Context: an optimization exercise on an open-source flow, tuned for small area. The choices shown serve that exercise and are no tape-out recipe. At most, simulation tests tie the RTL to the original design; equivalence was not proved. Function not checked in run 3: the RTL went through the layout flow alone. Power is estimated from default activity; no workload was simulated.

$ cat flow/flow/run.sh
#!/bin/bash
# Standard layout, with port buffers of the smallest buffer and no dummy clock loads.
set -e
export BUFFER_PORTS_ARGS="-buffer_cell sky130_fd_sc_hd__buf_1"
export CTS_ARGS="-sink_clustering_enable -repair_clock_nets -dont_use_dummy_load -sink_clustering_size 16 -sink_clustering_max_diameter 60 -buf_list sky130_fd_sc_hd__clkbuf_8"
bash standard.sh > standard.log 2>&1
$ cat flow/standard.sh
#!/bin/bash
# synth_recipe.tcl (not shown) runs the flow's synth.tcl, then flattens the netlist and writes it again
# the make line also repeats each setting of config.mk as NAME=value (left out here)
make -C /OpenROAD-flow-scripts/flow DESIGN_CONFIG=/design/flow/config.mk WORK_HOME=/design/flow/orfs CLKGATE_MAP_FILE= SYNTH_SCRIPT=/design/flow/synth_recipe.tcl "${@:-finish}"
$ cat flow/config.mk
export PLATFORM = sky130hd
export DESIGN_NAME = console_buffer
export DESIGN_NICKNAME = console_buffer
export VERILOG_FILES = /design/flow/design.v
export SDC_FILE = /design/flow/constraint.sdc
export NUM_CORES = 4
export LEC_CHECK = 0
export CAP_MARGIN = 20
export CORE_MARGIN = 2
export CORE_UTILIZATION = 60
export CTS_BUF_LIST = sky130_fd_sc_hd__clkbuf_8
export CTS_CLUSTER_DIAMETER = 60
export CTS_CLUSTER_SIZE = 16
export SLEW_MARGIN = 20
export SYNTH_MEMORY_MAX_BITS = 4096
$ cat flow/constraint.sdc
create_clock -name core_clock -period 5.0 [get_ports {clk}]
set_input_delay 1.0000 -clock core_clock [delete_from_list [all_inputs] [get_ports {clk}]]
set_output_delay 1.0000 -clock core_clock [all_outputs]
set_load 0.01 [all_outputs]
$ cat flow/design.v
package console_geom_pkg;
  localparam int LINE_WIDTH   = 16;   
  localparam int SCREEN_LINES = 4;    
  localparam int FONT_ROWS    = 2;    
  localparam int BUF_LINES    = 16;
  localparam int COL_BITS     = 4;
  localparam int LINE_BITS    = 4;
  localparam int ADDR_BITS    = 8;    
  localparam int MAX_TAB      = 7;    
  typedef logic [LINE_BITS-1:0] line_idx_t;   
  typedef logic [COL_BITS-1:0]  col_idx_t;    
  typedef struct packed {
    line_idx_t line;
    col_idx_t  col;
  } line_col_t;
  typedef union packed {
    logic [ADDR_BITS-1:0] flat;
    line_col_t            lc;
  } buf_addr_u;
endpackage
package console_code_pkg;
  localparam logic [7:0] BS_CODE    = 8'h08;   
  localparam logic [7:0] HT_CODE    = 8'h09;   
  localparam logic [7:0] LF_CODE    = 8'h0A;   
  localparam logic [7:0] CR_CODE    = 8'h0D;   
  localparam logic [7:0] DEL_CODE   = 8'h7F;   
  localparam logic [7:0] CTRL_LIMIT = 8'd32;   
  localparam logic [7:0] BLANK_CHAR = 8'h00;   
  typedef enum logic [2:0] {
    op_print,
    op_backspace,
    op_newline,     
    op_tab
  } write_op_e;
  typedef struct packed {
    write_op_e  op;
    logic [7:0] ch;
  } write_cmd_t;
endpackage
`timescale 1ns/1ns
module char_decoder (
  input  logic       clk,
  input  logic       i_char_stb,
  input  logic [7:0] i_char,
  input  logic       i_alt_func_en,   
  input  logic       i_rdy,           
  output logic       o_keep,          
  output logic       o_cmd_ctrl,      
  output logic [7:0] o_cmd_ch
);
  logic ctrl;    
  always_comb begin
    ctrl   = 1'b0;
    o_keep = 1'b1;
    if (!i_alt_func_en) begin
      ctrl   = (i_char == console_code_pkg::BS_CODE) || (i_char == console_code_pkg::HT_CODE) ||
               (i_char == console_code_pkg::LF_CODE) || (i_char == console_code_pkg::CR_CODE);
      o_keep = !(((i_char < console_code_pkg::CTRL_LIMIT) && !ctrl) ||
                 (i_char == console_code_pkg::DEL_CODE));
    end
  end
  always_ff @(posedge clk) begin
    if (i_rdy) begin
      o_cmd_ch <= i_char;
    end
  end
  always_ff @(posedge clk) begin
    o_cmd_ctrl <= ctrl;
  end
endmodule
`timescale 1ns/1ns
module cursor_writer (
  input  logic       clk,
  input  logic       rst,
  input  logic       i_char_stb,
  input  logic       i_keep,         
  input  logic       i_cmd_ctrl,
  input  logic [7:0] i_cmd_ch,
  input  logic [2:0] i_tab_count,
  input  logic       i_clear_screen_stb,
  input  logic       i_reader_busy,
  output logic       o_rdy,          
  output logic       o_busy,
  output logic       o_we,
  output logic [5:0] o_wr_addr,
  output logic [7:0] o_wr_data,
  output logic [1:0] o_rd_top_row,   
  output logic       o_line_clear    
);
  typedef enum logic [2:0] {
    st_idle,
    st_cmd,
    st_print,
    st_backspace,
    st_pad_line,     
    st_clear_line,   
    st_tab,
    st_clear_all
  } wr_state_e;
  wr_state_e  state;
  logic [3:0] line;     
  logic [3:0] col;
  logic [2:0] tab_cnt;
  logic       clear_req;
  logic       sat;      
  logic       col_last;
  logic       tab_nz;
  logic       new_line;
  logic       col_inc;
  logic       start_clear;
  assign col_last = (col == 4'd15);
  assign tab_nz   = (tab_cnt != 3'd0);
  assign new_line = col_last && ((state == st_print) || (state == st_pad_line) ||
                                 ((state == st_tab) && tab_nz));
  assign col_inc = (state == st_print) || (state == st_pad_line) || (state == st_clear_line) ||
                   ((state == st_tab) && tab_nz) || (state == st_clear_all);
  assign start_clear = (state == st_idle) && clear_req && !i_reader_busy;
  assign o_rdy        = (state == st_idle) && !clear_req;
  assign o_busy       = ((state != st_idle) && (state != st_cmd)) || ((state == st_idle) && clear_req);
  assign o_we         = col_inc || (state == st_backspace);
  assign o_wr_addr    = {line[1:0], col};
  assign o_wr_data    = (state == st_print) ? i_cmd_ch : console_code_pkg::BLANK_CHAR;
  assign o_line_clear = (state == st_clear_line);
  assign o_rd_top_row = !sat ? 2'd0 :
                        ((state == st_clear_line) && (col == 4'd0)) ? line[1:0] : line[1:0] + 2'd1;
  always_ff @(posedge clk) begin
    if (rst) begin
      state     <= st_clear_all;   
      line      <= '0;
      col       <= '0;
      clear_req <= 1'b0;
    end else begin
      if (col_inc) begin
        col <= col + 4'd1;
      end
      if (col_inc && col_last && (state != st_clear_line)) begin
        line <= line + 4'd1;
      end
      case (state)
        st_idle: begin
          if (o_rdy) begin
            if (i_char_stb && i_keep) begin
              state <= st_cmd;
            end
          end else if (start_clear) begin
            clear_req <= 1'b0;
            line      <= '0;
            col       <= '0;
            state     <= st_clear_all;
          end
        end
        st_cmd: begin
          if (!i_cmd_ctrl) begin
            state <= st_print;
          end else begin
            case (i_cmd_ch[2:0])
              3'd0: begin   
                if (col != 4'd0) begin
                  col <= col - 4'd1;
                end
                state <= st_backspace;
              end
              3'd1:    state <= st_tab;
              default: state <= st_pad_line;   
            endcase
          end
        end
        st_print:      state <= st_idle;
        st_backspace:  state <= st_idle;
        st_clear_line: if (col_last) state <= st_idle;
        st_tab:        if (!tab_nz) state <= st_idle;
        st_clear_all:  if ((line == 4'd15) && col_last) state <= st_idle;
        default: ;
      endcase
      if (new_line) begin
        state <= st_clear_line;
      end
      if (i_clear_screen_stb) begin
        clear_req <= 1'b1;
      end
    end
  end
  always_ff @(posedge clk) begin
    if (state == st_cmd) begin
      tab_cnt <= i_tab_count;
    end else begin
      tab_cnt <= tab_cnt - 3'd1;
    end
  end
  always_ff @(posedge clk) begin
    if (rst || (state == st_clear_all)) begin
      sat <= 1'b0;
    end else if (new_line && (line[1:0] == 2'd3)) begin
      sat <= 1'b1;
    end
  end
endmodule
`timescale 1ns/1ns
module char_ram (
  input  logic       clk,
  input  logic       i_we,
  input  logic [5:0] i_wr_addr,   
  input  logic [7:0] i_wr_data,
  input  logic [5:0] i_rd_addr,
  output logic [7:0] o_rd_data
);
  logic [7:0] mem [64];
  logic [3:0] col_lo;    
  logic [3:0] col_hi;    
  logic [3:0] row;       
  logic [7:0] quad [16];
  logic [7:0] line [4];
  logic [7:0] rd;
  always_ff @(posedge clk) begin
    if (i_we) begin
      mem[i_wr_addr] <= i_wr_data;
    end
  end
  always_comb begin
    for (int i = 0; i < 4; i++) begin
      col_lo[i] = (i_rd_addr[1:0] == i[1:0]);
      col_hi[i] = (i_rd_addr[3:2] == i[1:0]);
      row[i]    = (i_rd_addr[5:4] == i[1:0]);
    end
    for (int q = 0; q < 16; q++) begin
      quad[q] = '0;
      for (int i = 0; i < 4; i++) quad[q] |= mem[q*4 + i] & {8{col_lo[i]}};
    end
    for (int r = 0; r < 4; r++) begin
      line[r] = '0;
      for (int i = 0; i < 4; i++) line[r] |= quad[r*4 + i] & {8{col_hi[i]}};
    end
    rd = '0;
    for (int r = 0; r < 4; r++) rd |= line[r] & {8{row[r]}};
  end
  always_ff @(posedge clk) begin
    o_rd_data <= rd;
  end
endmodule
`timescale 1ns/1ns
module frame_reader (
  input  logic       clk,
  input  logic       rst,
  input  logic       i_read_frame_stb,
  input  logic       i_char_req_en,   
  input  logic       i_writer_busy,
  input  logic [1:0] i_rd_top_row,   
  input  logic       i_line_clear,    
  output logic       o_busy,
  output logic [5:0] o_rd_addr,      
  output logic       o_char_rdy
);
  typedef enum logic [1:0] {
    rd_idle,
    rd_wait_writer,
    rd_setup,
    rd_request
  } rd_state_e;
  rd_state_e  state;
  logic [6:0] pos;      
  logic       req_hit;
  logic       in_delay;
  logic       rdy_d1;   
  assign in_delay = (state == rd_request) && rdy_d1;
  assign req_hit  = (state == rd_request) && !rdy_d1 && i_char_req_en && !i_line_clear;
  assign o_busy   = (state == rd_setup) || (state == rd_request);
  always_ff @(posedge clk) begin
    if (rst) begin
      state      <= rd_idle;
      rdy_d1     <= 1'b0;
      o_char_rdy <= 1'b0;
    end else begin
      rdy_d1     <= req_hit;
      o_char_rdy <= rdy_d1;
      case (state)
        rd_wait_writer: if (!i_writer_busy) state <= rd_setup;   
        rd_setup:       state <= rd_request;
        rd_request:     if (in_delay && (pos == 7'd127)) state <= rd_idle;   
        default: ;
      endcase
      if (i_read_frame_stb) begin
        state <= rd_wait_writer;   
      end
    end
  end
  always_ff @(posedge clk) begin
    if (state == rd_wait_writer) begin
      pos <= '0;
    end else if (in_delay) begin
      pos <= pos + 7'd1;
    end
  end
  assign o_rd_addr = {i_rd_top_row + pos[6:5], pos[3:0]};
endmodule
`timescale 1ns/1ns
module console_buffer (
  input  logic       clk,
  input  logic       rst,
  input  logic       i_char_stb,
  input  logic [7:0] i_char,
  input  logic       i_alt_func_en,
  input  logic [2:0] i_tab_count,
  input  logic       i_clear_screen_stb,
  output logic       o_wr_char_rdy,
  input  logic       i_read_frame_stb,
  input  logic       i_char_req_en,
  output logic       o_char_rdy,
  output logic [7:0] o_char
);
  logic       keep;
  logic       rdy;
  logic       cmd_ctrl;
  logic [7:0] cmd_ch;
  logic       writer_busy;
  logic       reader_busy;
  logic       we;
  logic [5:0] wr_addr;
  logic [7:0] wr_data;
  logic [5:0] rd_addr;
  logic [1:0] rd_top_row;   
  logic       line_clear;
  char_decoder u_char_decoder (
    .clk(clk),
    .i_char_stb(i_char_stb), .i_char(i_char), .i_alt_func_en(i_alt_func_en),
    .i_rdy(rdy),
    .o_keep(keep), .o_cmd_ctrl(cmd_ctrl), .o_cmd_ch(cmd_ch)
  );
  assign o_wr_char_rdy = rdy;
  cursor_writer u_cursor_writer (
    .clk(clk), .rst(rst),
    .i_char_stb(i_char_stb), .i_keep(keep), .i_cmd_ctrl(cmd_ctrl), .i_cmd_ch(cmd_ch), .i_tab_count(i_tab_count),
    .i_clear_screen_stb(i_clear_screen_stb), .i_reader_busy(reader_busy),
    .o_rdy(rdy), .o_busy(writer_busy), .o_we(we), .o_wr_addr(wr_addr), .o_wr_data(wr_data),
    .o_rd_top_row(rd_top_row), .o_line_clear(line_clear)
  );
  char_ram u_char_ram (
    .clk(clk), .i_we(we), .i_wr_addr(wr_addr), .i_wr_data(wr_data),
    .i_rd_addr(rd_addr), .o_rd_data(o_char)
  );
  frame_reader u_frame_reader (
    .clk(clk), .rst(rst),
    .i_read_frame_stb(i_read_frame_stb), .i_char_req_en(i_char_req_en),
    .i_writer_busy(writer_busy), .i_rd_top_row(rd_top_row), .i_line_clear(line_clear),
    .o_busy(reader_busy), .o_rd_addr(rd_addr), .o_char_rdy(o_char_rdy)
  );
endmodule
==> results of run 1 <==
placed cells by master (no fill, tap or decap), drive strengths merged, types with 28 or more instances in the layout:
| master | n |
|---|---|
| o21ai | 28 |
| buf | 45 |
| a221oi | 60 |
| nor2 | 91 |
| a21oi | 56 |
| clkbuf | 41 |
| a22oi | 138 |
| a22o | 61 |
| edfxtp | 520 |
| nand3 | 32 |
| dfxtp | 36 |
per-stage QoR:
| stage | hold WS, ps | util (%) |
|---|---|---|
| 6_report | 429 | 64.3 |
| 5_1_grt | 476 | 64.3 |
| 4_1_cts | 435 | 64.3 |
| 3_5_place_dp | 422 | 62.7 |
| 3_3_place_gp | 424 | 62.7 |
| 2_1_floorplan | 406 | - |
kinds of logic (layout without fill, tap and decap cells):
group / count (synthesis) / in the layout / share of synthesized area, %
DFF: 556 / 556 / 77.2
AOI/OAI and AO/OA: 402 / 402 / 14.0
and+or+nand+nor: 219 / 219 / 5.02
other: 0 / 1 / 0
muxes: 10 / 10 / 0.532
xor gates and xnor gates: 10 / 10 / 0.450
adders and majority gates: 14 / 14 / 0.828
buffers and inverters: 100 / 101 / 1.90
final timing paths:
| kind | to | slack, ps | cells after the start |
|---|---|---|---|
| worst max-delay path | u_char_ram.mem[63][2]$_DFFE_PP_ | 1710 | 7 |
| worst min-delay path | u_cursor_writer.tab_cnt[0]$_DFF_P_ | 430 | 1 |
| worst max register to register | u_char_ram.mem[63][2]$_DFFE_PP_ | 1710 | 7 |
| worst min register to register | u_cursor_writer.tab_cnt[0]$_DFF_P_ | 430 | 1 |
flip-flops by register name, summed over array words and instances, names as in the netlist:
signal and flops:
u_char_decoder.o_cmd_ch 8, u_char_decoder.o_cmd_ctrl 1, u_char_ram.mem 512, u_char_ram.o_rd_data 8
u_cursor_writer.clear_req 1, u_cursor_writer.col 4, u_cursor_writer.line 4, u_cursor_writer.sat 1
u_cursor_writer.state 3, u_cursor_writer.tab_cnt 3, u_frame_reader.o_char_rdy 1, u_frame_reader.pos 7
u_frame_reader.rdy_d1 1, u_frame_reader.state 2
area by class of cell:
| cell class | count | area (um2) | area share [%] |
|---|---|---|---|
| flip-flops and latches | 556 | 16300 | 73.3 |
| multi-input cells | 655 | 4480 | 20.1 |
| well taps | 455 | 569 | 2.56 |
| clock buffers | 41 | 564 | 2.53 |
| repair buffers | 45 | 274 | 1.23 |
| inverters | 15 | 56.3 | 0.253 |
| diodes | 1 | 2.50 | 0.0112 |
per-layer routing:
layer  global-route usage (%)  vias to the layer above  share of wire (%)
met5                        0                        -              0.021
met4                     8.85                        2                2.8
met3                     6.49                       80                9.4
met2                     43.5                      599                 46
met1                     42.0                     6204                 41
li1                         -                     5289                  -
power by group:
group	switching (uW)	total [uW]	internal [uW]
logic	525	734	209
registers	126	5420	5290
clock network	1330	2070	739
total	1980	8220	6240
==> results.ini, run 1 <==
[sta]
max_freq_mhz=304
worst_pin_slew_ps=1110
slew_violations=0
setup_ws_ps=1710
setup_viol=0
min_period_ps=3290
rsz0062_at_grt=no
tns_ps=0
final_hold_viol_count=0
slew_headroom_pct=26.2
period_share_pct=65.8
fin_skew_ps=64.2

[yosys]
ys_types=53
synth_seq_cells=556
synth_area_leader_cell=edfxtp_1
synth-edff-count=520
ys.flop_type=edfxtp_1
synth_commonest_cells=edfxtp_1, a22oi_1, nor2_1
yosysMostFrequentCell=edfxtp_1
ys_top_cells_by_area=edfxtp_1, a22oi_1, dfxtp_1
yosysWarningCount=6
netlist.area_leader.share_pct=73.8
synth.cell_area_mm2=0.0212
syn-num-nets=1343
async_flop_share_pct=0
post_synth.cell_area_avg_um2=16.1
netlist_instances=1311
synth-seq-area-share_pct=77.2

[routing]
drt-initial-drc-count=1544
vias=12174
drt_pass1_iterations=5
vias_per_cell=6.89
drc=0
drt-total-wl_um=51700
ant_nets=0
wl_per_cell_um=29.2

[grt]
track_usage_pct=28.7
overflow=0
grt_pass1_wl_um=75800
antenna_found_initial=2
grt_max_degree=77
grt_pass1_vias=11678

[setup_path]
critPathSlowestCell=nor2_1
crit_start=u_cursor_writer.tab_cnt[0]$_DFF_P_
crit_buf_inv=1
path_cells=inv_1 -> ha_1 -> ha_1 -> nand4b_1 -> nor3b_1 -> nand3_1 -> nor2_1
worst_setup_path_start_kind=register
cp-end-kind=register
arrival_ps=3510
crit_type=register to register
slowest_delay_ps=790
rr_startpoint=u_cursor_writer.tab_cnt[0]$_DFF_P_
required_ps=5220
crit_family=simple AND/OR/NAND/NOR gates
crit_fanout=8
crit_top_cell=ha_1

[finish]
stdcell_area_mm2=0.0223
final_nets=1346
stdcell_count=1768
drive_gt1_share_pct=6.40
areaGrowthSynthToFinish_pct=5.33
fillers=2464

[pwr]
power_uw=8220
vdd_drop_max_uv=314
power_density_mw_per_mm2=369
p_leak_uw=0.00719

[die]
coreArea_mm2=0.0346
ioPinCount=28
row_count=68
die-area_mm2=0.0368
die_w_um=192
die_h_um=192
initial_core_util_pct=61.1

[cts]
cts_sinks=556
cts_tree=done
cts-resized-gates=0
post_cts_buffers=0
cts-htree-levels=2
numCtsBuffers=41
cts_hold_buf=0
clockBufferDepth=3
clkTransAtPathRegs_ps=90
clock_latency_ps=600
root_buffer=clkbuf_8

[placement]
placed_area_mm2=0.0217
dp_hpwl_um=31300
pre_cts_slack_ps=1720
dp.cells=1726
io_buffers=27
gp_congestion=0.820

[flow_run]
drv_cap=0

[outcome]
outcome=finished clean

[min_path]
hold_start=u_cursor_writer.tab_cnt[0]$_DFF_P_
worstHoldPathType=register to register

==> inputs of run 2 (changes only) <==
--- a/flow/design.v
+++ b/flow/design.v
@@ -81,10 +81,15 @@
   input  logic       i_reader_busy,
   output logic       o_rdy,          
   output logic       o_busy,
-  output logic       o_we,
-  output logic [5:0] o_wr_addr,
+  output logic       o_we,           
+  output logic [3:0] o_wr_col,
   output logic [7:0] o_wr_data,
-  output logic [1:0] o_rd_top_row,   
+  output logic       o_move,         
+  output logic [1:0] o_move_slot,
+  output logic       o_hist_clear,
+  output logic       o_sat,          
+  output logic [1:0] o_line,         
+  output logic [1:0] o_slot,         
   output logic       o_line_clear    
 );
   typedef enum logic [2:0] {
@@ -103,6 +108,8 @@
   logic [2:0] tab_cnt;
   logic       clear_req;
   logic       sat;      
+  logic [1:0] slot;     
+  logic       move_last;
   logic       col_last;
   logic       tab_nz;
   logic       new_line;
@@ -117,12 +124,19 @@
   assign start_clear = (state == st_idle) && clear_req && !i_reader_busy;
   assign o_rdy        = (state == st_idle) && !clear_req;
   assign o_busy       = ((state != st_idle) && (state != st_cmd)) || ((state == st_idle) && clear_req);
-  assign o_we         = col_inc || (state == st_backspace);
-  assign o_wr_addr    = {line[1:0], col};
+  assign o_we         = (col_inc && (state != st_clear_line)) || (state == st_backspace);
+  assign o_wr_col     = col;
   assign o_wr_data    = (state == st_print) ? i_cmd_ch : console_code_pkg::BLANK_CHAR;
   assign o_line_clear = (state == st_clear_line);
-  assign o_rd_top_row = !sat ? 2'd0 :
-                        ((state == st_clear_line) && (col == 4'd0)) ? line[1:0] : line[1:0] + 2'd1;
+  assign o_hist_clear = (state == st_clear_all);
+  assign o_sat        = sat;
+  assign o_line       = line[1:0];
+  assign o_slot       = slot;
+  assign o_move      = ((state == st_clear_line) && (col != 4'd0)) || move_last;
+  assign o_move_slot = (slot == 2'd0) ? 2'd2 : slot - 2'd1;
+  always_ff @(posedge clk) begin
+    move_last <= (state == st_clear_line) && col_last;
+  end
   always_ff @(posedge clk) begin
     if (rst) begin
       state     <= st_clear_all;   
@@ -189,49 +203,90 @@
   end
   always_ff @(posedge clk) begin
     if (rst || (state == st_clear_all)) begin
-      sat <= 1'b0;
-    end else if (new_line && (line[1:0] == 2'd3)) begin
-      sat <= 1'b1;
+      sat  <= 1'b0;
+      slot <= 2'd0;
+    end else if (new_line) begin
+      if (line[1:0] == 2'd3) begin
+        sat <= 1'b1;
+      end
+      slot <= (slot == 2'd2) ? 2'd0 : slot + 2'd1;
     end
   end
 endmodule
 `timescale 1ns/1ns
 module char_ram (
   input  logic       clk,
-  input  logic       i_we,
-  input  logic [5:0] i_wr_addr,   
+  input  logic       rst,
+  input  logic       i_we,         
+  input  logic [3:0] i_wr_col,
   input  logic [7:0] i_wr_data,
-  input  logic [5:0] i_rd_addr,
+  input  logic       i_move,       
+  input  logic [1:0] i_move_slot,
+  input  logic       i_hist_clear,  
+  input  logic [3:0] i_rd_col,
+  input  logic [2:0] i_rd_src,     
   output logic [7:0] o_rd_data
 );
-  logic [7:0] mem [64];
-  logic [3:0] col_lo;    
-  logic [3:0] col_hi;    
-  logic [3:0] row;       
-  logic [7:0] quad [16];
-  logic [7:0] line [4];
-  logic [7:0] rd;
+  logic [7:0]  cur [16];
+  logic [7:0]  hist [3][16];
+  logic [3:0]  turn;
+  logic [3:0]  cur_col;
+  logic [3:0]  hist_col;
+  logic [15:0] cur_sel;    
+  logic [15:0] hist_sel;   
+  logic [7:0]  cur_d;
+  logic [7:0]  hist_d [3];
+  logic [7:0]  rd;
+  always_ff @(posedge clk) begin
+    if (rst) begin
+      turn <= '0;
+    end else begin
+      turn <= turn + 4'd1;
+    end
+  end
   always_ff @(posedge clk) begin
-    if (i_we) begin
-      mem[i_wr_addr] <= i_wr_data;
+    if (i_move) begin
+      cur[turn] <= console_code_pkg::BLANK_CHAR;
+    end else if (i_we) begin
+      cur[i_wr_col] <= i_wr_data;
     end
   end
+  assign cur_col  = i_move ? turn : i_rd_col;
+  assign hist_col = i_rd_col - turn;   
   always_comb begin
-    for (int i = 0; i < 4; i++) begin
-      col_lo[i] = (i_rd_addr[1:0] == i[1:0]);
-      col_hi[i] = (i_rd_addr[3:2] == i[1:0]);
-      row[i]    = (i_rd_addr[5:4] == i[1:0]);
-    end
-    for (int q = 0; q < 16; q++) begin
-      quad[q] = '0;
-      for (int i = 0; i < 4; i++) quad[q] |= mem[q*4 + i] & {8{col_lo[i]}};
-    end
-    for (int r = 0; r < 4; r++) begin
-      line[r] = '0;
-      for (int i = 0; i < 4; i++) line[r] |= quad[r*4 + i] & {8{col_hi[i]}};
+    for (int i = 0; i < 16; i++) begin
+      cur_sel[i]  = (cur_col == i[3:0]);
+      hist_sel[i] = (hist_col == i[3:0]);
+    end
+    cur_d = '0;
+    for (int i = 0; i < 16; i++) cur_d |= cur[i] & {8{cur_sel[i]}};
+    for (int k = 0; k < 3; k++) begin
+      hist_d[k] = '0;
+      for (int i = 0; i < 16; i++) hist_d[k] |= hist[k][i] & {8{hist_sel[i]}};
+    end
+  end
+  always_ff @(posedge clk) begin
+    for (int k = 0; k < 3; k++) begin
+      for (int i = 0; i < 15; i++) begin
+        hist[k][i] <= hist[k][i+1];
+      end
+      if (i_hist_clear) begin
+        hist[k][15] <= console_code_pkg::BLANK_CHAR;
+      end else if (i_move && (i_move_slot == k[1:0])) begin
+        hist[k][15] <= cur_d;
+      end else begin
+        hist[k][15] <= hist[k][0];
+      end
     end
-    rd = '0;
-    for (int r = 0; r < 4; r++) rd |= line[r] & {8{row[r]}};
+  end
+  always_comb begin
+    case (i_rd_src)
+      3'd0:    rd = hist_d[0];
+      3'd1:    rd = hist_d[1];
+      3'd2:    rd = hist_d[2];
+      3'd3:    rd = cur_d;
+      default: rd = console_code_pkg::BLANK_CHAR;
+    endcase
   end
   always_ff @(posedge clk) begin
     o_rd_data <= rd;
@@ -244,10 +299,13 @@
   input  logic       i_read_frame_stb,
   input  logic       i_char_req_en,   
   input  logic       i_writer_busy,
-  input  logic [1:0] i_rd_top_row,   
+  input  logic       i_sat,          
+  input  logic [1:0] i_line,         
+  input  logic [1:0] i_slot,         
   input  logic       i_line_clear,    
   output logic       o_busy,
-  output logic [5:0] o_rd_addr,      
+  output logic [3:0] o_rd_col,       
+  output logic [2:0] o_rd_src,       
   output logic       o_char_rdy
 );
   typedef enum logic [1:0] {
@@ -290,7 +348,30 @@
       pos <= pos + 7'd1;
     end
   end
-  assign o_rd_addr = {i_rd_top_row + pos[6:5], pos[3:0]};
+  logic [1:0] scr;    
+  logic [2:0] src;
+  logic [2:0] sum;
+  assign scr = pos[6:5];
+  assign sum = {1'b0, i_slot} + {1'b0, scr} + 3'd3;   
+  always_comb begin
+    if (i_sat) begin
+      if (scr == 2'd3) begin
+        src = 3'd3;
+      end else begin
+        src = (sum >= 3'd6) ? sum - 3'd6 : sum - 3'd3;
+      end
+    end else if (scr == i_line) begin
+      src = 3'd3;
+    end else if (scr < i_line) begin
+      src = {1'b0, scr};   
+    end else begin
+      src = 3'd4;          
+    end
+  end
+  always_ff @(posedge clk) begin
+    o_rd_col <= pos[3:0];
+    o_rd_src <= src;
+  end
 endmodule
 `timescale 1ns/1ns
 module console_buffer (
@@ -314,10 +395,16 @@
   logic       writer_busy;
   logic       reader_busy;
   logic       we;
-  logic [5:0] wr_addr;
+  logic [3:0] wr_col;
   logic [7:0] wr_data;
-  logic [5:0] rd_addr;
-  logic [1:0] rd_top_row;   
+  logic       move;
+  logic [1:0] move_slot;
+  logic       hist_clear;
+  logic       sat;
+  logic [1:0] cur_line;
+  logic [1:0] cur_slot;
+  logic [3:0] rd_col;
+  logic [2:0] rd_src;
   logic       line_clear;
   char_decoder u_char_decoder (
     .clk(clk),
@@ -330,17 +417,20 @@
     .clk(clk), .rst(rst),
     .i_char_stb(i_char_stb), .i_keep(keep), .i_cmd_ctrl(cmd_ctrl), .i_cmd_ch(cmd_ch), .i_tab_count(i_tab_count),
     .i_clear_screen_stb(i_clear_screen_stb), .i_reader_busy(reader_busy),
-    .o_rdy(rdy), .o_busy(writer_busy), .o_we(we), .o_wr_addr(wr_addr), .o_wr_data(wr_data),
-    .o_rd_top_row(rd_top_row), .o_line_clear(line_clear)
+    .o_rdy(rdy), .o_busy(writer_busy), .o_we(we), .o_wr_col(wr_col), .o_wr_data(wr_data),
+    .o_move(move), .o_move_slot(move_slot), .o_hist_clear(hist_clear),
+    .o_sat(sat), .o_line(cur_line), .o_slot(cur_slot), .o_line_clear(line_clear)
   );
   char_ram u_char_ram (
-    .clk(clk), .i_we(we), .i_wr_addr(wr_addr), .i_wr_data(wr_data),
-    .i_rd_addr(rd_addr), .o_rd_data(o_char)
+    .clk(clk), .rst(rst), .i_we(we), .i_wr_col(wr_col), .i_wr_data(wr_data),
+    .i_move(move), .i_move_slot(move_slot), .i_hist_clear(hist_clear),
+    .i_rd_col(rd_col), .i_rd_src(rd_src), .o_rd_data(o_char)
   );
   frame_reader u_frame_reader (
     .clk(clk), .rst(rst),
     .i_read_frame_stb(i_read_frame_stb), .i_char_req_en(i_char_req_en),
-    .i_writer_busy(writer_busy), .i_rd_top_row(rd_top_row), .i_line_clear(line_clear),
-    .o_busy(reader_busy), .o_rd_addr(rd_addr), .o_char_rdy(o_char_rdy)
+    .i_writer_busy(writer_busy), .i_sat(sat), .i_line(cur_line), .i_slot(cur_slot),
+    .i_line_clear(line_clear),
+    .o_busy(reader_busy), .o_rd_col(rd_col), .o_rd_src(rd_src), .o_char_rdy(o_char_rdy)
   );
 endmodule
==> run 2 against run 1 <==
- still clean
- cell count up 14%
- global-route usage down 1.3 points
- final area down 8.4%
- clock-buffer cell count up 1
- clock power up 2%
- sequential power up 5.4%
- first-iteration DRC count down 35%
- sequential share of layout area down 11 points
- hold slack worse by 140 ps
- critical path depth up 4
- combinational power up 130%
- largest power group unchanged
- highest routed layer is now met4
==> results.ini, run 2 <==
[setup_path]
slowest_delay_ps=790  ; about the same
worst_setup_path_start_kind=register  ; unchanged
critPathSlowestCell=fa_4  ; was nor2_1
cp-end-kind=register  ; unchanged
required_ps=5520  ; was 5220 ps
crit_type=register to register  ; unchanged
crit_fanout=21  ; was 8
arrival_ps=4620  ; was 3510 ps
r2r_slack_ps=900  ; was 1710 ps
path_cells=inv_1 -> ha_2 -> inv_1 -> fa_4 -> nor2_1 -> nand2_1 -> nor2_1 -> nand2_1 -> o221ai_1 -> o21ai_0 -> o2111ai_1  ; was inv_1 -> ha_1 -> ha_1 -> nand4b_1 -> nor3b_1 -> nand3_1 -> nor2_1

[sta]
tns_ps=0  ; unchanged
rsz0062_at_grt=no  ; unchanged
min_period_ps=4100  ; was 3290 ps
period_share_pct=81.9  ; was 65.8%
fin_skew_ps=81.4  ; was 64.2 ps
slew_headroom_pct=34.2  ; was 26.2%
max_freq_mhz=244  ; was 304 MHz
final_hold_viol_count=0  ; unchanged
worst_pin_slew_ps=982  ; was 1110 ps
setup_viol=0  ; unchanged
slew_violations=0  ; unchanged
setup_ws_ps=903  ; was 1710 ps

[finish]
final_cell_mix=dfxtp_1, nand2_1, edfxtp_1, nor2_1, a21oi_1  ; was edfxtp_1, a22oi_1, nor2_1, a22o_1, a221oi_1
antenna_cells=0  ; was 1
areaGrowthSynthToFinish_pct=5.79  ; was 5.33%
layout_commonest_cell=dfxtp_1  ; was edfxtp_1
top_regs=u_char_ram.hist: 384 flops, u_char_ram.cur: 128 flops  ; was u_char_ram.mem: 512 flops, u_char_decoder.o_cmd_ch: 8 flops, u_char_ram.o_rd_data: 8 flops
regMostFlops=u_char_ram.hist  ; was u_char_ram.mem
drive_gt1_share_pct=7.61  ; was 6.40%
largest_reg_flops=384  ; was 512
final_nets=1661  ; was 1,346

[yosys]
post_synth.cell_area_avg_um2=12.0  ; was 16.1 um2
synth_seq_cells=570  ; was 556
netlist_instances=1605  ; was 1,311
yosysWarningCount=6  ; unchanged
yosysMostFrequentCell=dfxtp_1  ; was edfxtp_1
netlist.area_leader.share_pct=45.0  ; was 73.8%
synth_commonest_cells=dfxtp_1, nand2_1, edfxtp_1  ; was edfxtp_1, a22oi_1, nor2_1
ys_types=71  ; was 53
ys_top_cells_by_area=dfxtp_1, edfxtp_1, mux2i_1  ; was edfxtp_1, a22oi_1, dfxtp_1
ys.flop_type=dfxtp_1  ; was edfxtp_1
synth.cell_area_mm2=0.0193  ; was 0.0212 mm2
synth-seq-area-share_pct=66.2  ; was 77.2%
async_flop_share_pct=0  ; unchanged
synth_area_leader_cell=dfxtp_1  ; was edfxtp_1
syn-num-nets=1647  ; was 1,343
synth-edff-count=136  ; was 520

[die]
coreArea_mm2=0.0316  ; was 0.0346 mm2
die-area_mm2=0.0336  ; was 0.0368 mm2
row_count=65  ; was 68
ioPinCount=28  ; unchanged
die_w_um=183  ; was 192 um
initial_core_util_pct=61.0  ; was 61.1%
die_h_um=183  ; was 192 um

[outcome]
outcome=finished clean  ; unchanged

[pwr]
p_leak_uw=0.00725  ; was 0.00719 uW
power_density_mw_per_mm2=468  ; was 369 mW/mm2
vdd_drop_max_uv=305  ; was 314 uV

[cts]
cts-resized-gates=0  ; unchanged
cts_hold_buf=0  ; unchanged
clock_latency_ps=610  ; was 600 ps
cts_tree=done  ; unchanged
root_buffer=clkbuf_8  ; unchanged
clockBufferDepth=3  ; unchanged
numCtsBuffers=42  ; was 41
clkTransAtPathRegs_ps=100  ; was 90 ps
cts_sinks=570  ; was 556
cts-htree-levels=2  ; unchanged
post_cts_buffers=0  ; unchanged

[routing]
vias=12329  ; was 12,174
wl_per_cell_um=22.3  ; was 29.2 um
drc=0  ; unchanged
drt-total-wl_um=44900  ; was 51,700 um
drt_pass1_iterations=5  ; unchanged
drt-initial-drc-count=1011  ; was 1,544
vias_per_cell=6.11  ; was 6.89
ant_nets=0  ; unchanged

[placement]
dp_hpwl_um=29100  ; was 31,300 um
pre_cts_slack_ps=889  ; was 1720 ps
io_buffers=27  ; unchanged
gp_congestion=0.847  ; was 0.820

[flow_run]
drv_cap=0  ; unchanged

[grt]
antenna_found_initial=0  ; was 2
grt_max_degree=49  ; was 77
overflow=0  ; unchanged
track_usage_pct=27.3  ; was 28.7%
grt_pass1_vias=12311  ; was 11,678
grt_pass1_wl_um=70800  ; was 75,800 um

[min_path]
worstHoldPathType=register to register  ; unchanged

## run 2: cell count changes in the layout (fill, tap and decap cells not counted), sizes merged, moves of 19 or more
cell    delta
nand2    +113
a221oi    -37
a22o      -45
a31oi     +32
edfxtp   -384
mux2i     +75
dfxtp    +398
a32oi     -19
o21ai     +44
a21oi     +50
nor2      +21
a22oi    -105
## run 2: worst max-delay path, delay by kind of cell, from the launching register on
family                     cells  cell delay, ps
and+or+nand+nor                4            1980
AOI/OAI and AO/OA              3             370
adders and majority gates      2             990
buffers and inverters          2             170
DFF                            1             500
## run 2: worst paths after layout
check	startpoint	to	cells past startpoint
max reg2reg	u_frame_reader.o_rd_col[0]$_DFF_P_	u_char_ram.o_rd_data[1]$_DFF_P_	11
min	u_char_ram.hist[28][5]$_DFF_P_	u_char_ram.hist[27][5]$_DFF_P_	0
min reg2reg	u_char_ram.hist[28][5]$_DFF_P_	u_char_ram.hist[27][5]$_DFF_P_	0
max	u_frame_reader.o_rd_col[0]$_DFF_P_	u_char_ram.o_rd_data[1]$_DFF_P_	11
## run 2: layer usage
| layer | vias to the layer above | global-route usage [%] | wire, um |
|---|---|---|---|
| li1 | 5865 | - | - |
| met1 | 6042 | 37.5 | 20200 |
| met2 | 340 | 45.2 | 21200 |
| met3 | 82 | 3.34 | 2090 |
| met4 | 0 | 9.73 | 1440 |
| met5 | - | 0 | 0 |
## run 2: final cells by class
class,instances,area [um2]
clock buffers,42,578
multi-input cells,915,6090
repair buffers,59,354
flip-flops and latches,570,12800
fillers,2467,11200
inverters,31,116
well taps,402,503
## run 2: metrics by stage
step	util, %	cell area [um2]	total power, uW	instances	hold WS (ps)
2_1_floorplan	-	19300	6830	1605	324
3_3_place_gp	62.7	19800	7490	1977	328
3_5_place_dp	62.7	19800	7510	1977	332
4_1_cts	64.5	20400	9570	2019	301
5_1_grt	64.5	20400	9950	2019	300
6_report	64.5	20400	9540	2019	292
## run 2: where the power goes
part	switching [uW]	internal, uW
sequential	345	5370
combinational	1160	560
clock	1360	756
## run 2: cell families after synthesis
group / synth area share (%)
buffers and inverters: 2.73
AND/OR/NAND/NOR: 9.11
multiplexers: 5.68
XOR/XNOR: 0.726
flip-flops: 66.2
AO/OA/AOI/OAI: 13.9
adder cells (fa/ha/maj): 1.63
==> inputs of run 3 (changes only) <==
--- a/flow/design.v
+++ b/flow/design.v
@@ -232,10 +232,8 @@
   logic [3:0]  turn;
   logic [3:0]  cur_col;
   logic [3:0]  hist_col;
-  logic [15:0] cur_sel;    
-  logic [15:0] hist_sel;   
+  logic [7:0]  row_d [4];   
   logic [7:0]  cur_d;
-  logic [7:0]  hist_d [3];
   logic [7:0]  rd;
   always_ff @(posedge clk) begin
     if (rst) begin
@@ -254,17 +252,21 @@
   assign cur_col  = i_move ? turn : i_rd_col;
   assign hist_col = i_rd_col - turn;   
   always_comb begin
-    for (int i = 0; i < 16; i++) begin
-      cur_sel[i]  = (cur_col == i[3:0]);
-      hist_sel[i] = (hist_col == i[3:0]);
-    end
-    cur_d = '0;
-    for (int i = 0; i < 16; i++) cur_d |= cur[i] & {8{cur_sel[i]}};
-    for (int k = 0; k < 3; k++) begin
-      hist_d[k] = '0;
-      for (int i = 0; i < 16; i++) hist_d[k] |= hist[k][i] & {8{hist_sel[i]}};
+    logic [7:0] quad [4];
+    logic [3:0] c;
+    for (int k = 0; k < 4; k++) begin
+      c = (k == 3) ? cur_col : hist_col;
+      for (int q = 0; q < 4; q++) begin
+        quad[q] = '0;
+        for (int i = 0; i < 4; i++) begin
+          quad[q] |= ((k == 3) ? cur[q*4 + i] : hist[k][q*4 + i]) & {8{c[1:0] == i[1:0]}};
+        end
+      end
+      row_d[k] = '0;
+      for (int q = 0; q < 4; q++) row_d[k] |= quad[q] & {8{c[3:2] == q[1:0]}};
     end
   end
+  assign cur_d = row_d[3];
   always_ff @(posedge clk) begin
     for (int k = 0; k < 3; k++) begin
       for (int i = 0; i < 15; i++) begin
@@ -281,10 +283,10 @@
   end
   always_comb begin
     case (i_rd_src)
-      3'd0:    rd = hist_d[0];
-      3'd1:    rd = hist_d[1];
-      3'd2:    rd = hist_d[2];
-      3'd3:    rd = cur_d;
+      3'd0:    rd = row_d[0];
+      3'd1:    rd = row_d[1];
+      3'd2:    rd = row_d[2];
+      3'd3:    rd = row_d[3];
       default: rd = console_code_pkg::BLANK_CHAR;
     endcase
   end
==> run 3 against run 2 <==
- sequential cell count unchanged
- combinational power down 73%
- routed wire length down 17%
- fmax up 5.0%
- hold slack better by 20 ps
- still clean
- synthesized cell count down 20%
- total power down 24%
- global-route usage down 4.2 points
- register-to-register slack better by 190 ps
- via count down 16%
- core utilization about the same
==> results.ini, run 3 <==
[outcome]
outcome=finished clean  ; unchanged

[yosys]
yosysWarningCount=7  ; was 6
yosysMostFrequentCell=dfxtp_1  ; unchanged
synthAdderAreaFrac_pct=1.65  ; was 1.63%
synth_area_leader_cell=dfxtp_1  ; unchanged
ys.flop_type=dfxtp_1  ; unchanged
synth_mux_area_share_pct=15.1  ; was 5.68%
netlist_instances=1277  ; was 1,605
ys_types=73  ; was 71
synthXorXnorAreaFrac_pct=0.594  ; was 0.726%
synth.cell_area_mm2=0.0192  ; was 0.0193 mm2
synth_compound_area_share_pct=8.95  ; was 13.9%
synth_top_family_by_area=multiplexers  ; was compound AO/OA/AOI/OAI gates
synth_seq_cells=570  ; unchanged
synth_commonest_cells=dfxtp_1, edfxtp_1, mux4_2  ; was dfxtp_1, nand2_1, edfxtp_1
post_synth.cell_area_avg_um2=15.0  ; was 12.0 um2
synth-seq-area-share_pct=66.6  ; was 66.2%
synth-edff-count=136  ; unchanged
netlist.area_leader.share_pct=45.3  ; was 45.0%
ys_top_cells_by_area=dfxtp_1, edfxtp_1, mux4_2  ; was dfxtp_1, edfxtp_1, mux2i_1
syn-num-nets=1319  ; was 1,647
async_flop_share_pct=0  ; unchanged
yosys.area_share.simple_pct=5.06  ; was 9.11%

[flow_run]
drv_cap=0  ; unchanged

[finish]
regMostFlops=u_char_ram.hist  ; unchanged
layout_commonest_cell=dfxtp_1  ; unchanged
final_cell_mix=dfxtp_1, edfxtp_1, mux4_2, nor2_1, o21ai_0  ; was dfxtp_1, nand2_1, edfxtp_1, nor2_1, a21oi_1
final_nets=1348  ; was 1,661
top_regs=u_char_ram.hist: 384 flops, u_char_ram.cur: 128 flops  ; unchanged
stdcell_count=1706  ; was 2,019
fillers=2311  ; was 2,467
final_util_pct=64.5  ; about the same
areaGrowthSynthToFinish_pct=5.98  ; was 5.79%
drive_gt1_share_pct=15.3  ; was 7.61%
antenna_cells=0  ; unchanged
largest_reg_flops=384  ; unchanged

[setup_path]
crit_family=multiplexers  ; was simple AND/OR/NAND/NOR gates
critical_path_depth=8  ; was 11
crit_fanout=34  ; was 21
arrival_ps=4330  ; was 4620 ps
r2r_cells=8  ; was 11
required_ps=5430  ; was 5520 ps
crit_top_cell=mux4_2
crit_buf_inv=2  ; unchanged
slowest_delay_ps=1080  ; was 790 ps
cp-end-kind=register  ; unchanged
crit_type=register to register  ; unchanged
worst_setup_path_start_kind=register  ; unchanged
critPathSlowestCell=fa_4  ; unchanged
path_cells=ha_4 -> inv_1 -> fa_4 -> buf_12 -> mux4_2 -> mux4_2 -> mux2i_1 -> o22ai_1  ; was inv_1 -> ha_2 -> inv_1 -> fa_4 -> nor2_1 -> nand2_1 -> nor2_1 -> nand2_1 -> o221ai_1 -> o21ai_0 -> o2111ai_1

[pwr]
p_leak_uw=0.00732  ; was 0.00725 uW
vdd_drop_max_uv=210  ; was 305 uV
power_density_mw_per_mm2=359  ; was 468 mW/mm2

[sta]
slew_violations=0  ; unchanged
period_share_pct=78.1  ; was 81.9%
worst_pin_slew_ps=1120  ; was 982 ps
final_hold_viol_count=0  ; unchanged
max_freq_mhz=256  ; was 244 MHz
setup_viol=0  ; unchanged
rsz0062_at_grt=no  ; unchanged
min_period_ps=3900  ; was 4100 ps
slew_headroom_pct=25.1  ; was 34.2%
tns_ps=0  ; unchanged
holdWs_ps=312  ; was 292 ps
fin_skew_ps=69.4  ; was 81.4 ps
setup_ws_ps=1100  ; was 903 ps

[die]
coreArea_mm2=0.0315  ; was 0.0316 mm2
initial_core_util_pct=60.9  ; was 61.0%
ioPinCount=28  ; unchanged
die-area_mm2=0.0334  ; was 0.0336 mm2
die_h_um=183  ; about the same
die_w_um=183  ; about the same
row_count=65  ; unchanged

[min_path]
min_path_cells=0  ; unchanged
worstHoldPathType=register to register  ; unchanged

[placement]
dp_hpwl_um=24300  ; was 29,100 um
gp_congestion=0.827  ; was 0.847
io_buffers=27  ; unchanged
pre_cts_slack_ps=1060  ; was 889 ps
dp.cells=1664  ; was 1,977

[cts]
clockBufferDepth=3  ; unchanged
cts_tree=done  ; unchanged
cts_sinks=570  ; unchanged
post_cts_buffers=0  ; unchanged
clock_latency_ps=590  ; was 610 ps
clkTransAtPathRegs_ps=100  ; about the same
cts-htree-levels=2  ; unchanged
root_buffer=clkbuf_8  ; unchanged
numCtsBuffers=42  ; unchanged
cts-resized-gates=0  ; unchanged
cts_hold_buf=0  ; unchanged

[routing]
drt-total-wl_um=37500  ; was 44,900 um
drc=0  ; unchanged
wl_per_cell_um=22.0  ; was 22.3 um
vias=10322  ; was 12,329
ant_nets=0  ; unchanged
vias_per_cell=6.05  ; was 6.11
drt-initial-drc-count=700  ; was 1,011
drt_pass1_iterations=5  ; unchanged

[grt]
antenna_found_initial=0  ; unchanged
overflow=0  ; unchanged
grt_pass1_vias=10600  ; was 12,311
grt_pass1_wl_um=59500  ; was 70,800 um
track_usage_pct=23.2  ; was 27.3%
grt_max_degree=69  ; was 49

## run 3: area by class of cell
cell class	instances	area, um2	area share, %
timing repair buffer	48	284	1.40
sequential	570	12800	62.9
inverter	29	109	0.536
multi-input combinational	615	6070	29.9
tap	402	503	2.48
clock buffer	42	578	2.85
## run 3: final timing paths
check	from	end	slack (ps)
setup / recovery	u_char_ram.turn[0]$_SDFF_PP0_	u_char_ram.o_rd_data[2]$_DFF_P_	1100
hold / removal	u_char_ram.hist[9][7]$_DFF_P_	u_char_ram.hist[8][7]$_DFF_P_	310
setup reg to reg	u_char_ram.turn[0]$_SDFF_PP0_	u_char_ram.o_rd_data[2]$_DFF_P_	1100
hold reg to reg	u_char_ram.hist[9][7]$_DFF_P_	u_char_ram.hist[8][7]$_DFF_P_	310
## run 3: report_power, final
group	total [uW]	internal, uW	switching (uW)	leakage [uW]
sequential	4760	4740	22.6	0.00493
combinational	458	195	262	0.00209
clock	2080	756	1320	0.000302
total	7290	5690	1600	0.00732
## run 3: through the flow
step	total power [uW]	area, um2
detailed placement	5340	19700
global placement	5330	19700
global route	7570	20300
floorplan	5200	19200
CTS	7360	20300
finish	7290	20300
## run 3: logic make-up after synthesis
| logic type | count (synthesis) |
|---|---|
| muxes | 152 |
| xor gates and xnor gates | 13 |
| AOI/OAI and AO/OA | 239 |
| and+or+nand+nor | 187 |
| DFF | 570 |
| adders and majority gates | 24 |
| buffers and inverters | 92 |
## run 3: metal layers
metal / global-route usage (%) / part of all wire [%] / vias up / routed length [um]
met1: 32.8 / 46 / 5184 / 17200
met2: 37.8 / 47 / 225 / 17700
met5: 0 / 0 / - / 0
li1: - / - / 4856 / -
met4: 6.03 / 2.1 / 0 / 794
met3: 3.69 / 4.7 / 57 / 1750
==> inputs of run 4 (changes only) <==
--- a/flow/design.v
+++ b/flow/design.v
@@ -223,7 +223,8 @@
   input  logic       i_move,       
   input  logic [1:0] i_move_slot,
   input  logic       i_hist_clear,  
-  input  logic [3:0] i_rd_col,
+  input  logic [3:0] i_rd_col,      
+  output logic [3:0] o_turn,
   input  logic [2:0] i_rd_src,     
   output logic [7:0] o_rd_data
 );
@@ -242,14 +243,15 @@
       turn <= turn + 4'd1;
     end
   end
+  assign o_turn = turn;
   always_ff @(posedge clk) begin
     if (i_move) begin
-      cur[turn] <= console_code_pkg::BLANK_CHAR;
+      cur[i_rd_col] <= console_code_pkg::BLANK_CHAR;
     end else if (i_we) begin
       cur[i_wr_col] <= i_wr_data;
     end
   end
-  assign cur_col  = i_move ? turn : i_rd_col;
+  assign cur_col  = i_rd_col;
   assign hist_col = i_rd_col - turn;   
   always_comb begin
     logic [7:0] quad [4];
@@ -305,6 +307,7 @@
   input  logic [1:0] i_line,         
   input  logic [1:0] i_slot,         
   input  logic       i_line_clear,    
+  input  logic [3:0] i_turn,
   output logic       o_busy,
   output logic [3:0] o_rd_col,       
   output logic [2:0] o_rd_src,       
@@ -371,7 +374,7 @@
     end
   end
   always_ff @(posedge clk) begin
-    o_rd_col <= pos[3:0];
+    o_rd_col <= i_line_clear ? i_turn + 4'd1 : pos[3:0];
     o_rd_src <= src;
   end
 endmodule
@@ -406,6 +409,7 @@
   logic [1:0] cur_line;
   logic [1:0] cur_slot;
   logic [3:0] rd_col;
+  logic [3:0] turn;
   logic [2:0] rd_src;
   logic       line_clear;
   char_decoder u_char_decoder (
@@ -426,13 +430,13 @@
   char_ram u_char_ram (
     .clk(clk), .rst(rst), .i_we(we), .i_wr_col(wr_col), .i_wr_data(wr_data),
     .i_move(move), .i_move_slot(move_slot), .i_hist_clear(hist_clear),
-    .i_rd_col(rd_col), .i_rd_src(rd_src), .o_rd_data(o_char)
+    .i_rd_col(rd_col), .o_turn(turn), .i_rd_src(rd_src), .o_rd_data(o_char)
   );
   frame_reader u_frame_reader (
     .clk(clk), .rst(rst),
     .i_read_frame_stb(i_read_frame_stb), .i_char_req_en(i_char_req_en),
     .i_writer_busy(writer_busy), .i_sat(sat), .i_line(cur_line), .i_slot(cur_slot),
-    .i_line_clear(line_clear),
+    .i_line_clear(line_clear), .i_turn(turn),
     .o_busy(reader_busy), .o_rd_col(rd_col), .o_rd_src(rd_src), .o_char_rdy(o_char_rdy)
   );
 endmodule
==> run 4 against run 3 <==
- via count decreased by 5.1%
- combinational power rose to 4.5 times the previous value
- global-route usage fell by 1.4 points
- critical path depth rose by 1
- setup slack better by 450 ps
- fmax grew 13%
- hold slack got worse by 5.0 ps
- register-to-register slack better by 450 ps
- total power increased by 30%
- sequential cell count unchanged
- synthesized cell count shrank 2.3%
- clock power about the same
==> results.ini, run 4 <==
[outcome]
outcome=finished clean  ; unchanged

[routing]
vias_per_cell=5.85  ; was 6.05
drt-total-wl_um=34900  ; was 37,500 um
ant_nets=0  ; unchanged
drt_pass1_iterations=4  ; was 5
wl_per_cell_um=20.9  ; was 22.0 um
vias=9799  ; was 10,322
drt-initial-drc-count=530  ; was 700
drc=0  ; unchanged

[yosys]
synth_seq_cells=570  ; unchanged
yosysWarningCount=7  ; unchanged
ys_types=57  ; was 73
netlist_instances=1248  ; was 1,277
async_flop_share_pct=0  ; unchanged
post_synth.cell_area_avg_um2=15.3  ; was 15.0 um2
synth_area_leader_cell=dfxtp_1  ; unchanged
syn-num-nets=1290  ; was 1,319
synth-seq-area-share_pct=67.0  ; was 66.6%
yosysMostFrequentCell=dfxtp_1  ; unchanged
ys_top_cells_by_area=dfxtp_1, edfxtp_1, mux4_2  ; unchanged
synth_commonest_cells=dfxtp_1, edfxtp_1, mux4_2  ; unchanged
netlist.area_leader.share_pct=45.6  ; was 45.3%
synth.cell_area_mm2=0.0191  ; was 0.0192 mm2
synth-edff-count=136  ; unchanged
ys.flop_type=dfxtp_1  ; unchanged

[pwr]
p_leak_uw=0.00711  ; was 0.00732 uW
vdd_drop_max_uv=261  ; was 210 uV
power_uw=9460  ; was 7290 uW
power_density_mw_per_mm2=469  ; was 359 mW/mm2

[min_path]
worstHoldPathType=register to register  ; unchanged
hold_start=u_char_ram.hist[33][0]$_DFF_P_  ; was u_char_ram.hist[9][7]$_DFF_P_

[sta]
final_hold_viol_count=0  ; unchanged
setup_viol=0  ; unchanged
min_period_ps=3460  ; was 3900 ps
fin_skew_ps=80.7  ; was 69.4 ps
slew_violations=0  ; unchanged
period_share_pct=69.2  ; was 78.1%
rsz0062_at_grt=no  ; unchanged
tns_ps=0  ; unchanged
slew_headroom_pct=28.1  ; was 25.1%
max_freq_mhz=289  ; was 256 MHz
worst_pin_slew_ps=1070  ; was 1120 ps

[finish]
final_util_pct=64.3  ; was 64.5%
final-seq-area_mm2=0.0128  ; about the same
drive_gt1_share_pct=16.7  ; was 15.3%
final_nets=1317  ; was 1,348
fillers=2349  ; was 2,311
layout_commonest_cell=dfxtp_1  ; unchanged
regMostFlops=u_char_ram.hist  ; unchanged
stdcell_count=1675  ; was 1,706
areaGrowthSynthToFinish_pct=5.79  ; was 5.98%
top_regs=u_char_ram.hist: 384 flops, u_char_ram.cur: 128 flops  ; unchanged
antenna_cells=0  ; unchanged
final_cell_mix=dfxtp_1, edfxtp_1, mux4_2, nand2_1, nor2_1  ; was dfxtp_1, edfxtp_1, mux4_2, nor2_1, o21ai_0
multi_input_area_mm2=0.00597  ; was 0.00607 mm2
largest_reg_flops=384  ; unchanged

[cts]
cts_hold_buf=0  ; unchanged
cts_sinks=570  ; unchanged
clockBufferDepth=3  ; unchanged
numCtsBuffers=43  ; was 42
root_buffer=clkbuf_8  ; unchanged
cts_tree=done  ; unchanged
cts-htree-levels=2  ; unchanged
clkTransAtPathRegs_ps=90  ; was 100 ps
post_cts_buffers=0  ; unchanged
clock_latency_ps=590  ; about the same
cts-resized-gates=0  ; unchanged

[setup_path]
crit_top_cell=buf_4  ; was mux4_2
critPathSlowestCell=dfxtp_1  ; was fa_4
arrival_ps=3910  ; was 4330 ps
crit_family=compound AO/OA/AOI/OAI gates  ; was multiplexers
crit_type=register to register  ; unchanged
path_cells=ha_1 -> a21oi_1 -> o21ai_0 -> xnor2_2 -> buf_4 -> buf_4 -> mux2_2 -> a221oi_1 -> o211ai_1  ; was ha_4 -> inv_1 -> fa_4 -> buf_12 -> mux4_2 -> mux4_2 -> mux2i_1 -> o22ai_1
worst_setup_path_start_kind=register  ; unchanged
required_ps=5450  ; was 5430 ps
crit_start=u_frame_reader.o_rd_col[2]$_DFF_P_  ; was u_char_ram.turn[0]$_SDFF_PP0_
cp-end-kind=register  ; unchanged
crit_buf_inv=2  ; unchanged
slowest_delay_ps=640  ; was 1080 ps
crit_fanout=18  ; was 34
rr_startpoint=u_frame_reader.o_rd_col[2]$_DFF_P_  ; was u_char_ram.turn[0]$_SDFF_PP0_

[placement]
io_buffers=27  ; unchanged
dp_hpwl_um=22600  ; was 24,300 um
dp.cells=1632  ; was 1,664
gp_congestion=0.764  ; was 0.827

[grt]
grt_max_degree=67  ; was 69
overflow=0  ; unchanged
grt_pass1_wl_um=56100  ; was 59,500 um
grt_pass1_vias=10078  ; was 10,600
track_usage_pct=21.7  ; was 23.2%
grt_use_met3_pct=2.99  ; was 3.69%
antenna_found_initial=0  ; unchanged
met2_usage_pct=35.8  ; was 37.8%
gr-usage-met1_pct=31.0  ; was 32.8%
top_usage_layer=met2  ; unchanged

[flow_run]
drv_cap=0  ; unchanged

[die]
die_w_um=182  ; was 183 um
die-area_mm2=0.0332  ; was 0.0334 mm2
initial_core_util_pct=60.7  ; was 60.9%
die_h_um=182  ; was 183 um
ioPinCount=28  ; unchanged
coreArea_mm2=0.0314  ; was 0.0315 mm2
row_count=65  ; unchanged

==> run 4: changes by cell type after synthesis, moves of 9 or more <==
cell | before | now
mux4_2 | 110 | 131
a21oi_1 | 39 | 52
mux2_2 | 1 | 10
a22o_1 | 19 | 0
nand2_1 | 33 | 77
o21ai_0 | 43 | 25
nand3_1 | 15 | 29
a21boi_0 | 20 | 0
==> run 4: final timing paths <==
check	to	slack [ps]	depth (start not counted)
max	u_char_ram.o_rd_data[6]$_DFF_P_	1540	9
min	u_char_ram.hist[32][0]$_DFF_P_	310	0
max reg2reg	u_char_ram.o_rd_data[6]$_DFF_P_	1540	9
min reg2reg	u_char_ram.hist[32][0]$_DFF_P_	310	0
==> run 4: cell type report <==
cell class	instances	share of cell area [%]
clock buffers	43	2.93
inverters	26	0.484
multi-input cells	590	29.6
flip-flops and latches	570	63.3
well taps	402	2.49
repair buffers	44	1.20
==> run 4: cell families after synthesis <==
family,share of synthesized area (%)
AND/OR/NAND/NOR,5.59
buffers and inverters,1.96
adder cells (fa/ha/maj),1.65
flip-flops,67.0
multiplexers,18.4
AO/OA/AOI/OAI,4.59
XOR/XNOR,0.781
==> run 4: power breakdown <==
part / switching, uW / internal, uW
logic: 1170 / 882
clock network: 1320 / 773
registers: 196 / 5120
total: 2690 / 6780
==> run 4: routing by layer <==
layer	part of all wire [%]	wire length, um
met5	0	0
met1	47	16500
met2	47	16500
met3	3.2	1130
met4	2.3	795
==> run 4: metrics by stage <==
stage | hold WS, ps | setup WS [ps] | area, um2
5_1_grt | 316 | 1260 | 20200
6_report | 307 | 1540 | 20200
2_1_floorplan | 323 | 738 | 19100
4_1_cts | 295 | 1490 | 20200
3_3_place_gp | 328 | 1500 | 19600
3_5_place_dp | 330 | 1440 | 19600
==> inputs of run 5 (changes only) <==
--- a/flow/config.mk
+++ b/flow/config.mk
@@ -5,6 +5,7 @@
 export SDC_FILE = /design/flow/constraint.sdc
 export NUM_CORES = 4
 export LEC_CHECK = 0
+export ABC_AREA = 1
 export CAP_MARGIN = 20
 export CORE_MARGIN = 2
 export CORE_UTILIZATION = 60
==> run 5 against run 4 <==
- clock-buffer cell count is 1 lower
- area after synthesis rose by 4.9%
- total power decreased by 22%
- routed wire length rose by 27%
- critical path depth increased by 7
- combinational power shrank 75%
- die area up 4.8%
- setup slack lost 100 ps
- cell count is 56% higher
- critical endpoint is now u_char_ram.o_rd_data[5]$_DFF_P_
==> results.ini, run 5 <==
[setup_path]
critPathSlowestCell=fa_2  ; was dfxtp_1
cp-end-kind=register  ; unchanged
crit_type=register to register  ; unchanged
crit_top_cell=nand2_1  ; was buf_4
r2r_slack_ps=1440  ; was 1540 ps
arrival_ps=4130  ; was 3910 ps
r2r-end=u_char_ram.o_rd_data[5]$_DFF_P_  ; was u_char_ram.o_rd_data[6]$_DFF_P_
path_cells=clkinv_1 -> ha_2 -> fa_2 -> inv_1 -> nor2_4 -> buf_4 -> nand2_1 -> nand2_1 -> inv_1 -> nand2_1 -> nand3_1 -> nand2_1 -> nor2_1 -> nor2_1 -> nor2_1 -> nand2_1  ; was ha_1 -> a21oi_1 -> o21ai_0 -> xnor2_2 -> buf_4 -> buf_4 -> mux2_2 -> a221oi_1 -> o211ai_1
worst_setup_path_start_kind=register  ; unchanged
slowest_delay_ps=1030  ; was 640 ps
crit_fanout=32  ; was 18
rr_startpoint=u_frame_reader.o_rd_col[0]$_DFF_P_  ; was u_frame_reader.o_rd_col[2]$_DFF_P_
r2r_cells=16  ; was 9
required_ps=5580  ; was 5450 ps
crit_start=u_frame_reader.o_rd_col[0]$_DFF_P_  ; was u_frame_reader.o_rd_col[2]$_DFF_P_

[cts]
cts-htree-levels=2  ; unchanged
cts-resized-gates=0  ; unchanged
clockBufferDepth=3  ; unchanged
cts_tree=done  ; unchanged
clock_latency_ps=620  ; was 590 ps
cts_hold_buf=0  ; unchanged
cts_sinks=570  ; unchanged
post_cts_buffers=0  ; unchanged
numCtsBuffers=42  ; was 43
root_buffer=clkbuf_8  ; unchanged
clkTransAtPathRegs_ps=100  ; was 90 ps

[yosys]
syn-num-nets=2217  ; was 1,290
async_flop_share_pct=0  ; unchanged
yosysMostFrequentCell=nand2_1  ; was dfxtp_1
ys.flop_type=dfxtp_1  ; unchanged
synth.cell_area_mm2=0.0200  ; was 0.0191 mm2
netlist.area_leader.share_pct=43.4  ; was 45.6%
synth-edff-count=136  ; unchanged
netlist_instances=2175  ; was 1,248
synth_seq_cells=570  ; unchanged
yosysWarningCount=7  ; unchanged
synth-seq-area-share_pct=63.8  ; was 67.0%
ys_top_cells_by_area=dfxtp_1, edfxtp_1, nand2_1  ; was dfxtp_1, edfxtp_1, mux4_2
ys_types=41  ; was 57
synth_area_leader_cell=dfxtp_1  ; unchanged
synth_commonest_cells=nand2_1, dfxtp_1, nand3_1  ; was dfxtp_1, edfxtp_1, mux4_2
post_synth.cell_area_avg_um2=9.20  ; was 15.3 um2

[finish]
stdcell_area_mm2=0.0211  ; was 0.0202 mm2
areaGrowthSynthToFinish_pct=5.53  ; was 5.79%
final_cell_mix=nand2_1, dfxtp_1, nand3_1, inv_1, edfxtp_1  ; was dfxtp_1, edfxtp_1, mux4_2, nand2_1, nor2_1
layout_commonest_cell=nand2_1  ; was dfxtp_1
antenna_cells=0  ; unchanged
regMostFlops=u_char_ram.hist  ; unchanged
top_regs=u_char_ram.hist: 384 flops, u_char_ram.cur: 128 flops  ; unchanged
largest_reg_flops=384  ; unchanged
drive_gt1_share_pct=4.78  ; was 16.7%
final_nets=2220  ; was 1,317

[sta]
max_freq_mhz=281  ; was 289 MHz
setup_ws_ps=1440  ; was 1540 ps
rsz0062_at_grt=no  ; unchanged
min_period_ps=3560  ; was 3460 ps
fin_skew_ps=49.8  ; was 80.7 ps
final_hold_viol_count=0  ; unchanged
slew_violations=0  ; unchanged
worst_pin_slew_ps=877  ; was 1070 ps
slew_headroom_pct=41.3  ; was 28.1%
tns_ps=0  ; unchanged
period_share_pct=71.1  ; was 69.2%
setup_viol=0  ; unchanged

[die]
die_h_um=187  ; was 182 um
row_count=66  ; was 65
die_w_um=187  ; was 182 um
initial_core_util_pct=61.2  ; was 60.7%
die-area_mm2=0.0348  ; was 0.0332 mm2
coreArea_mm2=0.0327  ; was 0.0314 mm2
ioPinCount=28  ; unchanged

[grt]
overflow=0  ; unchanged
grt_pass1_wl_um=72500  ; was 56,100 um
antenna_found_initial=0  ; unchanged
grt_max_degree=80  ; was 67
track_usage_pct=25.9  ; was 21.7%
grt_pass1_vias=13914  ; was 10,078

[routing]
drt-total-wl_um=44400  ; was 34,900 um
drt-initial-drc-count=953  ; was 530
drc=0  ; unchanged
wl_per_cell_um=17.0  ; was 20.9 um
vias_per_cell=5.39  ; was 5.85
ant_nets=0  ; unchanged
drt_pass1_iterations=5  ; was 4
vias=14114  ; was 9,799

[placement]
dp_hpwl_um=26400  ; was 22,600 um
io_buffers=27  ; unchanged
gp_congestion=0.815  ; was 0.764
placed_area_mm2=0.0205  ; was 0.0196 mm2
pre_cts_slack_ps=1480  ; was 1440 ps

[outcome]
outcome=finished clean  ; unchanged

[min_path]
worstHoldPathType=register to register  ; unchanged
hold_start=u_char_ram.hist[25][2]$_DFF_P_  ; was u_char_ram.hist[33][0]$_DFF_P_
holdPathEnd=u_char_ram.hist[24][2]$_DFF_P_  ; was u_char_ram.hist[32][0]$_DFF_P_
min_path_cells=0  ; unchanged

[pwr]
power_density_mw_per_mm2=350  ; was 469 mW/mm2
p_leak_uw=0.00840  ; was 0.00711 uW
vdd_drop_max_uv=293  ; was 261 uV
power_uw=7380  ; was 9460 uW

[flow_run]
drv_cap=0  ; unchanged

run 5: cells by family (layout without fill, tap and decap cells):
kind of cell             count (synthesis)  in the layout  synth area share [%]
buffers and inverters                  256            257                  5.09
adder cells (fa/ha/maj)                 24             24                  1.58
AO/OA/AOI/OAI                          107            107                  3.09
flip-flops                             570            570                  63.8
XOR/XNOR                                11             11                 0.481
AND/OR/NAND/NOR                       1207           1207                  25.9
run 5: stage by stage:
step	instances	hold slack, ps	utilization (%)
6_report	2618	317	64.6
5_1_grt	2618	338	64.6
4_1_cts	2617	326	64.5
3_5_place_dp	2575	335	62.7
3_3_place_gp	2575	332	62.7
2_1_floorplan	2175	331	-
run 5: how the worst max path moves through the flow:
stage,end,slack [ps],cells after the start
after detailed placement,u_char_ram.o_rd_data[4]$_DFF_P_,1480,16
after CTS,u_char_ram.o_rd_data[4]$_DFF_P_,1440,16
final,u_char_ram.o_rd_data[5]$_DFF_P_,1440,16
after global routing,u_char_ram.o_rd_data[4]$_DFF_P_,1170,16
after global placement,u_char_ram.o_rd_data[2]$_DFF_P_,1550,14
after floorplan,u_char_ram.o_rd_data[1]$_DFF_P_,2210,20
run 5: critical path: cells and delay by family, from the launching register on:
kind / cells / cell delay, ps
fa+ha+maj: 2 / 1250
buf+inv: 4 / 810
flops: 1 / 360
simple gates: 10 / 1060
run 5: layout make-up:
class | instances | area (um2)
Clock buffer | 42 | 578
Fill cell | 2780 | 11600
Sequential cell | 570 | 12800
Inverter | 159 | 597
Multi-Input combinational cell | 1349 | 6270
Timing Repair Buffer | 56 | 344
Tap cell | 442 | 553
run 5: per-layer routing:
layer  GRT usage (%)  routed length [um]
met5               0                   0
met4            7.57                1040
met3            3.89                1810
met2            44.4               21300
met1            34.3               20200
run 5: power by group:
group	switching, uW	total (uW)	internal [uW]
combinational	405	506	100
sequential	20.3	4770	4750
clock	1350	2110	756
total	1780	7380	5600

[port drivers added, routing unchanged]
The flow's constraints put no driver on any port. The routed layouts listed below were extracted and timed again, unchanged, in two steps. Step 1: set_driving_cell puts a clkbuf_16 on clk and a buf_2 on each other input, an assumption about the parent block. Step 2, shift: input delay + t, output delay - t, t = (earliest + latest rising clock arrival at the registers) / 2. This alone moves slack from input paths to output paths. Three values: ideal, step 1, step 2; two values: the first two.
run | shift t [ns] | setup slack, ns | worst setup path after step 2 | pins driven straight from the clock port
run 1 | 0.621 | 1.711 / 1.711 / 1.711 | register to register | 1
run 2 | 0.618 | 0.903 / 0.903 / 0.903 | register to register | 1
run 3 | 0.605 | 1.097 / 1.097 / 1.097 | register to register | 1
run 4 | 0.601 | 1.542 / 1.542 / 1.542 | register to register | 1
run 5 | 0.651 | 1.443 / 1.443 / 1.443 | register to register | 1
After both steps setup and hold are still met in every run listed.
